Background: an optimization exercise with open tools, aiming at small area, a short achievable clock period and few clock cycles. Do not read the settings as production practice.
In this exercise RTL edits were held to simulation tests only and were not proved equivalent to the original.
Power figures rest on the tool's default switching activity, not on a simulated workload.

// block_extent_translation_cache
module block_extent_translation_cache #(
  parameter int ENTRIES = ENTRIES_DEFAULT
) (
  input  wire logic                clk,
  input  wire logic                rst,
  input  wire logic                in_valid,
  output logic                     in_stall,
  input  wire logic [MODE_W-1:0]   mode,
  input  wire logic [BLK_W-1:0]    block_index,
  input  wire logic                create,
  input  wire logic [BLK_W-1:0]    extent_start,
  input  wire logic [BLK_W-1:0]    extent_phys,
  input  wire logic [LEN_W-1:0]    extent_count,
  input  wire logic [BLK_W-1:0]    eof_block,
  output logic                     out_valid,
  input  wire logic                out_stall,
  output logic      [STATUS_W-1:0] status,
  output logic      [BLK_W-1:0]    phys_block
);
For scale: roughly 7300 cells after synthesis.
make LEC_CHECK=0 CAP_MARGIN=20 CORE_MARGIN=2 CORE_UTILIZATION=60 SETUP_SLACK_MARGIN=4.5 SLEW_MARGIN=20 finish   # period 9.0 ns
run.sh (not shown) runs the stock make flow with config.mk's settings and CLKGATE_MAP_FILE= SYNTH_SCRIPT=/design/flow/synth_recipe.tcl, a recipe that flattens the netlist after the stock synthesis.
The starting point completed with no timing, DRC or antenna violations.
Testbench counts at the start, summed over its fixed seeds: cycles 20,032.
Rerun with:
Settings changed: CORE_UTILIZATION 60 to 40.
Effect: Power increases by a few percent. Worst hold slack degrades by 0.011 ns. Routed wire length climbs by a little under a tenth. Via count is lower slightly. Final area is higher slightly. Setup slack gains 0.053 ns. Non-clock buffer count goes up by 26. Clock power grows by a few percent. Die area grows by well over a third.

* * *

Another version of the RTL of block_extent_translation_cache (not shown whole).
Size in the first run: roughly 7,400 cells after synthesis, ~93,000 um^2 of cells after synthesis.
==> flow/config.mk <==
export PLATFORM = sky130hd
export DESIGN_NAME = block_extent_translation_cache
export DESIGN_NICKNAME = block_extent_translation_cache
export VERILOG_FILES = /design/flow/design.v
export SDC_FILE = /design/flow/constraint.sdc
export NUM_CORES = 4
export LEC_CHECK = 0
export CAP_MARGIN = 20
export CORE_MARGIN = 2
export CORE_UTILIZATION = 55
export SETUP_SLACK_MARGIN = 5
export SLEW_MARGIN = 20
==> flow/constraint.sdc <==
create_clock -name core_clock -period 9.0 [get_ports {clk}]
set_input_delay 1.8000 -clock core_clock [delete_from_list [all_inputs] [get_ports {clk}]]
set_output_delay 1.8000 -clock core_clock [all_outputs]
set_load 0.01 [all_outputs]
The starting point passed the timing, design-rule and antenna checks.
Testbench counts at the start, summed over its fixed seeds: cycles 20,032.
Rerun with:
Settings changed: CORE_UTILIZATION 55 to 40, SETUP_SLACK_MARGIN 5 to default.
Result: Design area falls by a few percent. Count of clock-buffer cells in the layout rises by 18. First-iteration DRC count fell by well over a third. Global-route usage went down by 11 points. Setup slack degrades by 1.5 ns. Power came out higher slightly.

* * *

Starting RTL as in the previous note.
Design block_extent_translation_cache, start of the top module:
module block_extent_translation_cache #(
  parameter int ENTRIES = ENTRIES_DEFAULT
) (
  input  wire logic                clk,
  input  wire logic                rst,
  input  wire logic                in_valid,
  output logic                     in_stall,
  input  wire logic [MODE_W-1:0]   mode,
  input  wire logic [BLK_W-1:0]    block_index,
  input  wire logic                create,
  input  wire logic [BLK_W-1:0]    extent_start,
  input  wire logic [BLK_W-1:0]    extent_phys,
  input  wire logic [LEN_W-1:0]    extent_count,
  input  wire logic [BLK_W-1:0]    eof_block,
  output logic                     out_valid,
  input  wire logic                out_stall,
  output logic      [STATUS_W-1:0] status,
  output logic      [BLK_W-1:0]    phys_block
);
clock: 9.0 ns
lec_check: 0
cap_margin: 20
core_margin: 2
core_utilization: 40
cts_buf_list: sky130_fd_sc_hd__clkbuf_4 sky130_fd_sc_hd__clkbuf_8
setup_slack_margin: 4.5
slew_margin: 20
Testbench counts at the start, summed over its fixed seeds: cycles 20,032.
Change:
Settings changed: CTS_BUF_LIST sky130_fd_sc_hd__clkbuf_4 sky130_fd_sc_hd__clkbuf_8 to unset.
=>
- The changed run completed with no timing, DRC or antenna violations
- wire length fell by 0.80%
- clock skew fell by 0.055 ns
- worst hold slack is better by 0.0067 ns

[re-timing with driven ports]
The results above use ideal ports. As a check the final layouts listed here were re-extracted and re-timed, cells and wires unchanged.
Step 1 sets driving cells, clkbuf_16 on the clock port and buf_2 on the other inputs (assumed; they add their load-dependent delay and slew).
Step 2, shift: input delay + t, output delay - t, t = (earliest + latest rising clock arrival at the registers) / 2. This alone moves slack from input paths to output paths.
Slacks: ideal ports / drivers / drivers and shift; pairs: ideal ports / drivers.
| run | t, ns | setup WS [ns] | worst setup path at the end | worst register clock-pin slew, ns | worst data-port slew with drivers (ns) |
|---|---|---|---|---|---|
| the first run of note 1 | 0.913 | 4.347 / 4.347 / 3.680 | input to register | 0.07 / 0.07 | 0.06 |
| the second run of note 1 | 0.958 | 4.400 / 4.400 / 3.779 | input to register | 0.07 / 0.07 | 0.10 |
| the first run of note 2 | 0.937 | 4.689 / 4.689 / 4.172 | input to register | 0.07 / 0.07 | 0.12 |
| the second run of note 2 | 0.940 | 3.199 / 3.199 / 2.867 | input to register | 0.07 / 0.07 | 0.09 |
| the first run of note 3 | 1.150 | 4.505 / 4.505 / 3.574 | input to register | 0.07 / 0.07 | 0.09 |
| the second run of note 3 | 0.942 | 4.476 / 4.476 / 3.817 | input to register | 0.07 / 0.07 | 0.09 |
After both steps setup and hold are still met in every run listed. For the first run of note 3, which loses most, drivers alone change the setup slack by 0.000 ns; drivers and shift together by -0.931 ns.
